Background: an optimization exercise with open tools, aiming at small area and a short achievable clock period. Do not read the settings as production practice.
In this exercise RTL edits were held to simulation tests only and were not proved equivalent to the original.

## design.v

```verilog
`timescale 1ns/10ps
`default_nettype none
module pem_frame_seq (
  input  wire                          alg_clk,
  input  wire                          alg_rst_n,
  input  wire                          search_end,      
  input  wire                          pem_posedge,     
  input  wire [16-1:0]   ref_dat,
  input  wire                          ref_dat_valid,
  output logic                         wave_req,        
  output logic [9-1:0]    wave_addr,       
  output logic                         buf_refresh,     
  output logic                         frm_sample_stb,  
  output logic                         frm_frame_end,   
  output logic                         frm_bank,        
  output logic [16-1:0]  frm_ref_sample   
);
  localparam logic [1:0] SEQ_IDLE   = 2'd0;   
  localparam logic [1:0] SEQ_ARMED  = 2'd1;   
  localparam logic [1:0] SEQ_SYNCED = 2'd2;   
  logic [1:0]                state;
  logic [1:0]                state_nxt;
  logic [3-1:0]  period_cnt;   
  logic [9-1:0] addr_r;       
  logic                      bank_r;       
  logic                      synced;
  logic                      boundary;
  always_comb
  begin
    state_nxt = state;
    case (state)
      SEQ_IDLE:   if (search_end)  state_nxt = SEQ_ARMED;
      SEQ_ARMED:  if (pem_posedge) state_nxt = SEQ_SYNCED;   
      SEQ_SYNCED: state_nxt = SEQ_SYNCED;                    
      default:    state_nxt = SEQ_IDLE;
    endcase
  end
  always_ff @(posedge alg_clk or negedge alg_rst_n)
  begin
    if (!alg_rst_n)
      state <= SEQ_IDLE;
    else
      state <= state_nxt;
  end
  assign synced   = (state == SEQ_SYNCED);
  assign boundary = synced && pem_posedge &&
                    (period_cnt == 3'(5 - 1));
  always_ff @(posedge alg_clk or negedge alg_rst_n)
  begin
    if (!alg_rst_n)
    begin
      period_cnt <= '0;
      bank_r     <= 1'b0;
    end
    else
    begin
      if (state == SEQ_ARMED && pem_posedge)
        period_cnt <= '0;                           
      else if (boundary)
        period_cnt <= '0;
      else if (synced && pem_posedge)
        period_cnt <= period_cnt + 3'(1);
      if (boundary)
        bank_r <= ~bank_r;                          
    end
  end
  assign wave_req  = synced && ref_dat_valid;
  assign wave_addr = (wave_req && boundary) ? '0 : addr_r;   
  always_ff @(posedge alg_clk or negedge alg_rst_n)
  begin
    if (!alg_rst_n)
      addr_r <= '0;
    else if (boundary)
      addr_r <= wave_req ? 9'(1) : '0;    
    else if (wave_req)
      addr_r <= addr_r + 9'(1);           
  end
  assign buf_refresh = boundary;
  assign frm_sample_stb = wave_req;
  assign frm_frame_end  = boundary;
  assign frm_bank       = bank_r;    
  assign frm_ref_sample = ref_dat;
endmodule
`default_nettype wire
`timescale 1ns/10ps
`default_nettype none
module lockin_mixer (
  input  wire                           alg_clk,
  input  wire                           alg_rst_n,
  input  wire                           frm_sample_stb,
  input  wire                           frm_frame_end,
  input  wire                           frm_bank,
  input  wire signed [16-1:0] frm_ref_sample,
  input  wire signed [16-1:0]   wave_sine,    
  input  wire signed [16-1:0]   wave_cosine,
  output logic                          prod_valid,
  output logic signed [32-1:0]  prod_i,       
  output logic signed [32-1:0]  prod_q,       
  output logic                          prod_bank,        
  output logic                          prod_frame_end,   
  output logic                          prod_end_bank
);
  logic signed [16-1:0] s1_sample;    
  logic                               s1_valid;
  logic                               s1_bank;
  logic                               s1_end;
  logic                               s1_end_bank;
  always_ff @(posedge alg_clk or negedge alg_rst_n)
  begin
    if (!alg_rst_n)
    begin
      s1_valid <= 1'b0;
      s1_end   <= 1'b0;
    end
    else
    begin
      s1_valid <= frm_sample_stb;
      s1_end   <= frm_frame_end;
    end
  end
  always_ff @(posedge alg_clk)
  begin
    s1_sample   <= frm_ref_sample;
    s1_bank     <= frm_frame_end ? ~frm_bank : frm_bank;   
    s1_end_bank <= frm_bank;                               
  end
  always_ff @(posedge alg_clk or negedge alg_rst_n)
  begin
    if (!alg_rst_n)
    begin
      prod_valid     <= 1'b0;
      prod_frame_end <= 1'b0;
    end
    else
    begin
      prod_valid     <= s1_valid;
      prod_frame_end <= s1_end;    
    end
  end
  always_ff @(posedge alg_clk)
  begin
    prod_i        <= 32'(s1_sample) * 32'(wave_sine);
    prod_q        <= 32'(s1_sample) * 32'(wave_cosine);
    prod_bank     <= s1_bank;
    prod_end_bank <= s1_end_bank;
  end
endmodule
`default_nettype wire
`timescale 1ns/10ps
`default_nettype none
module frame_accum (
  input  wire                                alg_clk,
  input  wire                                alg_rst_n,
  input  wire                                prod_valid,
  input  wire signed [32-1:0]    prod_i,
  input  wire signed [32-1:0]    prod_q,
  input  wire                                prod_bank,        
  input  wire                                prod_frame_end,   
  input  wire                                prod_end_bank,    
  output logic signed [40-1:0]    i_sum,            
  output logic signed [40-1:0]    q_sum,            
  output logic                               sum_valid         
);
  logic signed [40-1:0] acc_i [2];    
  logic signed [40-1:0] acc_q [2];    
  logic signed [40-1:0] nxt_i [2];    
  logic signed [40-1:0] nxt_q [2];
  logic signed [40-1:0] add_i;
  logic signed [40-1:0] add_q;
  assign add_i = 40'(prod_i);    
  assign add_q = 40'(prod_q);
  always_comb
  begin
    for (int b = 0; b < 2; b++)
    begin
      nxt_i[b] = acc_i[b];
      nxt_q[b] = acc_q[b];
      if (prod_valid && (prod_bank == 1'(b)))
      begin
        nxt_i[b] = acc_i[b] + add_i;
        nxt_q[b] = acc_q[b] + add_q;
      end
    end
  end
  always_ff @(posedge alg_clk or negedge alg_rst_n)
  begin
    if (!alg_rst_n)
    begin
      for (int b = 0; b < 2; b++)
      begin
        acc_i[b] <= '0;
        acc_q[b] <= '0;
      end
    end
    else
    begin
      for (int b = 0; b < 2; b++)
      begin
        if (prod_frame_end && (prod_end_bank == 1'(b)))
        begin
          acc_i[b] <= '0;        
          acc_q[b] <= '0;
        end
        else
        begin
          acc_i[b] <= nxt_i[b];
          acc_q[b] <= nxt_q[b];
        end
      end
    end
  end
  always_ff @(posedge alg_clk)
  begin
    if (prod_frame_end)
    begin
      i_sum <= prod_end_bank ? nxt_i[1] : nxt_i[0];
      q_sum <= prod_end_bank ? nxt_q[1] : nxt_q[0];
    end
  end
  always_ff @(posedge alg_clk or negedge alg_rst_n)
  begin
    if (!alg_rst_n)
      sum_valid <= 1'b0;
    else
      sum_valid <= prod_frame_end;    
  end
endmodule
`default_nettype wire
`timescale 1ns/10ps
`default_nettype none
module lockin_top (
  input  wire                          alg_clk,
  input  wire                          alg_rst_n,
  input  wire                          search_end,
  input  wire                          pem_posedge,
  input  wire [16-1:0]   ref_dat,
  input  wire                          ref_dat_valid,
  input  wire [16-1:0]     wave_sine,
  input  wire [16-1:0]     wave_cosine,
  output wire                          wave_req,
  output wire [9-1:0]     wave_addr,
  output wire                          buf_refresh,
  output wire [40-1:0]      i_sum,
  output wire [40-1:0]      q_sum,
  output wire                          sum_valid
);
  logic                        prod_valid;
  logic [32-1:0]   prod_i;
  logic [32-1:0]   prod_q;
  logic                        prod_bank;
  logic                        prod_frame_end;
  logic                        prod_end_bank;
  logic                        frm_sample_stb;
  logic                        frm_frame_end;
  logic                        frm_bank;
  logic [16-1:0] frm_ref_sample;
  pem_frame_seq u_seq (
    .alg_clk        (alg_clk),
    .alg_rst_n      (alg_rst_n),
    .search_end     (search_end),
    .pem_posedge    (pem_posedge),
    .ref_dat        (ref_dat),
    .ref_dat_valid  (ref_dat_valid),
    .wave_req       (wave_req),
    .wave_addr      (wave_addr),
    .buf_refresh    (buf_refresh),
    .frm_sample_stb (frm_sample_stb),
    .frm_frame_end  (frm_frame_end),
    .frm_bank       (frm_bank),
    .frm_ref_sample (frm_ref_sample)
  );
  lockin_mixer u_mixer (
    .alg_clk        (alg_clk),
    .alg_rst_n      (alg_rst_n),
    .frm_sample_stb (frm_sample_stb),
    .frm_frame_end  (frm_frame_end),
    .frm_bank       (frm_bank),
    .frm_ref_sample (frm_ref_sample),
    .wave_sine      (wave_sine),       
    .wave_cosine    (wave_cosine),
    .prod_valid     (prod_valid),
    .prod_i         (prod_i),
    .prod_q         (prod_q),
    .prod_bank      (prod_bank),
    .prod_frame_end (prod_frame_end),
    .prod_end_bank  (prod_end_bank)
  );
  frame_accum u_accum (
    .alg_clk        (alg_clk),
    .alg_rst_n      (alg_rst_n),
    .prod_valid     (prod_valid),
    .prod_i         (prod_i),
    .prod_q         (prod_q),
    .prod_bank      (prod_bank),
    .prod_frame_end (prod_frame_end),
    .prod_end_bank  (prod_end_bank),
    .i_sum          (i_sum),
    .q_sum          (q_sum),
    .sum_valid      (sum_valid)
  );
endmodule
`default_nettype wire
```

## run.sh

```bash
#!/bin/bash
# synth_recipe.tcl (not shown) runs the flow's synth.tcl, then flattens the netlist and writes it again
# the make line also repeats each setting of config.mk as NAME=value (left out here)
make -C /OpenROAD-flow-scripts/flow DESIGN_CONFIG=/design/flow/config.mk WORK_HOME=/design/flow/orfs CLKGATE_MAP_FILE= SYNTH_SCRIPT=/design/flow/synth_recipe.tcl finish
```

## config.mk

```make
export PLATFORM = sky130hd
export DESIGN_NAME = lockin_top
export DESIGN_NICKNAME = lockin_top
export VERILOG_FILES = /design/flow/design.v
export SDC_FILE = /design/flow/constraint.sdc
export NUM_CORES = 4
export LEC_CHECK = 0
export CAP_MARGIN = 20
export CORE_MARGIN = 2
export CORE_UTILIZATION = 40
export SLEW_MARGIN = 20
```

## constraint.sdc

```tcl
create_clock -name core_clock -period 7.0 [get_ports {alg_clk}]
set_input_delay 1.4000 -clock core_clock [delete_from_list [all_inputs] [get_ports {alg_clk}]]
set_output_delay 1.4000 -clock core_clock [all_outputs]
set_load 0.01 [all_outputs]
```

==> impl_metrics.yaml <==
outcome:
  status: "complete, no violations"
synth:
  ys.flop_type: "dfrtp_1"
  syn_area_mm2: 0.0402
  async_flop_share_pct: 52.3
  syn_inst: 4386
  synth_top_area_share_pct: 26.3
  synth_top_family_by_area: "adder cells"
  synth.area.top_cells: "fa_1 (26%), dfrtp_1 (11%), ha_1 (10%)"
  synthXorXnorAreaFrac_pct: 4.14
  synth_cell_types: 85
  yosysSeqAreaShare_pct: 21.4
  ys_ff_latch: 344
  syn_nets: 5293
  synth.largest_area_cell: "fa_1"
  synthAdderAreaFrac_pct: 36.4
  yosys.area_share.simple_pct: 15.1
  post_synth.cell_area_avg_um2: 9.17
  synth-edff-count: 80
  synth-compound-area-share_pct: 12.9
  yosys_warnings: 7
  synthMuxAreaShare_pct: 2.37
critical_path:
  worst-setup-path-type: "in -> reg"
  crit_path_max_fanout: 7
  cp.arrival_ns: 7.27
  crit_required_ns: 7.47
  endpoint_kind: "register"
  cp-start-kind: "primary input"
cts:
  cts_root_buf: "clkbuf_16"
  clock-sinks: 344
  cts.clk_slew.worst_paths_ns: 0.06
  cts_buffer_depth: 3
  cts_tree: "built"
  clk-insertion-delay-late_ns: 0.59
  cts_made_buffers: 44
  h-tree-depth: 2
global_route:
  grt_max_degree: 76
  grt_pass1_vias: 31876
  grt-busiest-layer: "met2"
  grt_use_met2_pct: 33.6
  grt_usage_pct: 20.6
  use_met1_pct: 29.7
  antenna_found_initial: 0
  use_met3_pct: 2.44
  grt_pass1_wl_um: 171000
  overflow: 0
detailed_routing:
  drc: 0
  drtIter0Drc: 1883
  vias_per_cell: 5.14
  routed_wirelength_um: 105000
  wl_per_cell_um: 17.4
  vias: 30893
  ant_nets: 0
  dr.pass1.iters: 5
sta:
  worstMarginPinSlew_ns: 1.02
  fmax_mhz: 147
  finalClockSkew_ns: 0.0219
  setup_viol: 0
  period_minus_slack_ns: 6.80
  drv_slew: 0
  finalCritPeriodShare_pct: 97.1
  fin_ws_ns: 0.202
  relSlewSlack_pct: 31.7
  finalHoldViolCount: 0
run:
  maxCapViolations: 0
floorplanning:
  ioPinCount: 145
  die_w_um: 321
  core_mm2: 0.0999
  rows: 116
  die_y_um: 321
  die_area_mm2: 0.103
  initial_utilization_pct: 40.3
hold_path:
  hold_class: "reg -> reg"
finish:
  syn2layout_area_growth_pct: 15.6
  num-fill-cells: 9590
  diodes: 0
  layout.nets: 5587
  drive_gt1_share_pct: 8.67
place:
  dpl.hpwl_um: 82900
  place_congestion: 0.904
  place_ws_ns: -0.751
  io_buffers: 144
state kept, by name (all words and copies together), names as in the netlist, 2 cells and up:
| register | cells |
|---|---|
| u_mixer.s1_sample | 16 |
| u_accum.i_sum | 40 |
| u_mixer.prod_i | 32 |
| u_seq.state | 2 |
| u_seq.addr_r | 9 |
| u_seq.period_cnt | 3 |
| u_mixer.prod_q | 32 |
| u_accum.acc_q | 80 |
| u_accum.q_sum | 40 |
| u_accum.acc_i | 80 |
cells in the final DEF, fill, tap and decap left out, types with 8 or more instances in the layout:
cell type / n
nor3_1: 31
nand3_1: 54
xnor2_1: 123
o211ai_1: 32
clkbuf_16: 47
a21o_1: 83
o22ai_1: 8
and2_1: 262
or2_2: 8
ha_1: 324
nor2_1: 340
nor2b_1: 18
dfrtp_1: 179
clkbuf_1: 14
a211o_1: 12
a31oi_1: 25
xor2_1: 67
nor3b_1: 12
a21oi_1: 297
or3_1: 13
o31ai_1: 12
nand2_1: 392
mux2i_1: 94
a221oi_1: 9
o21bai_1: 27
o21ai_0: 121
buf_4: 266
nand4_1: 25
inv_1: 649
buf_6: 8
and3_1: 32
dfxtp_1: 83
dlymetal6s2s_1: 10
clkdlybuf4s50_1: 124
a211oi_1: 23
edfxtp_1: 80
o21a_1: 49
nand2b_1: 43
fa_1: 524
per-layer routing:
layer | vias up | part of all wire (%)
met1 | 15162 | 48
met5 | - | 0
met2 | 697 | 45
met4 | 0 | 1.9
li1 | 14908 | -
met3 | 126 | 5.3
worst max-delay path: stages:
cell and delay, ns:
clkdlybuf4s50_1 0.48, buf_6 0.14, buf_4 0.11, nand2_1 0.06
fa_1 0.52, fa_1 0.52, fa_1 0.51, inv_1 0.06
fa_1 0.49, fa_1 0.51, inv_1 0.06, fa_1 0.49
inv_1 0.05, ha_1 0.17, or4_1 0.51, nor2_1 0.13
a211oi_2 0.07, a211o_1 0.32, and3_1 0.19, a311o_1 0.32
xor2_1 0.15
path summary, 6_finish.rpt:
path | startpoint | endpoint | slack (ns) | depth (start not counted)
min in group asynchronous | alg_rst_n | u_accum.acc_q[1][18] | 0.77 | 1
worst min-delay path | u_mixer.s1_bank | u_mixer.prod_bank | 0.32 | 0
max in group asynchronous | alg_rst_n | u_mixer.prod_frame_end | 4.86 | 2
worst min register to register | u_mixer.s1_bank | u_mixer.prod_bank | 0.32 | 0
worst max-delay path | wave_sine[1] | u_mixer.prod_i[30] | 0.20 | 21
worst max register to register | u_mixer.s1_sample[7] | u_mixer.prod_i[31] | 0.44 | 22
what timing repair did:
item,in CTS,in global routing
hold buffers,0,0
setup endpoints to repair,4,18
buffers inserted,0,9
pin swaps,0,19
resized for setup,13,51
synth_stat cells (33+ instances only):
master,instances
xnor2_1,123
nand2_1,395
edfxtp_1,80
nand2b_1,44
a21o_1,83
and2_1,264
clkbuf_1,158
xor2_1,67
a21oi_1,301
o21ai_0,126
o21a_1,49
nand3_1,54
and3_1,33
dfxtp_1,84
dfrtp_1,180
inv_1,651
mux2i_1,94
ha_1,326
nor2_1,342
fa_1,528
per-stage QoR:
step | area, um^2 | cells | util, % | hold WS, ns | TNS (ns)
6_report | 46500 | 6014 | 46.5 | 0.320 | 0
5_1_grt | 46500 | 6014 | 46.5 | 0.321 | -0.0380
3_3_place_gp | 44700 | 5923 | 44.8 | 0.311 | -11.75
4_1_cts | 46300 | 6005 | 46.3 | 0.320 | 0
2_1_floorplan | 40200 | 4386 | - | 0.310 | 0
3_5_place_dp | 44700 | 5923 | 44.8 | 0.319 | -12.64
area by class of cell:
type                       count  area (um^2)  area share, %
clock buffer                  65         1280           2.76
clock inverter                17          256          0.552
inverter                     652         2450           5.27
multi-input combinational   3217        28700           61.7
sequential                   344         8590           18.5
tap                         1298         1620           3.49
timing repair buffer         421         3600           7.75
cells by family after synthesis:
kind of cell | after synthesis
adders and majority gates | 854
buffers and inverters | 825
xor gates and xnor gates | 190
muxes | 95
and+or+nand+nor | 1269
DFF | 344
AOI/OAI and AO/OA | 809

==> port drivers added, routing unchanged <==
No port has a modelled driver above. Below, the same layout with a new extraction and two added sets of constraints. Step 1: set_driving_cell puts a clkbuf_16 on alg_clk and a buf_2 on each other input, an assumption about the parent block. Step 2, shift: input delay + t, output delay - t, t = (earliest + latest rising clock arrival at the registers) / 2. This alone moves slack from input paths to output paths. Slacks: ideal / step 1 / step 2; pairs: ideal / step 1.
shift t [ns]: 0.641
setup WS [ns]: 0.202 / 0.236 / -0.405
worst setup path at the end: input to register
With both steps, setup timing fails in this run, where it was met with ideal ports. The setup slack of this run moves by +0.034 ns with the drivers and by -0.607 ns with both steps.
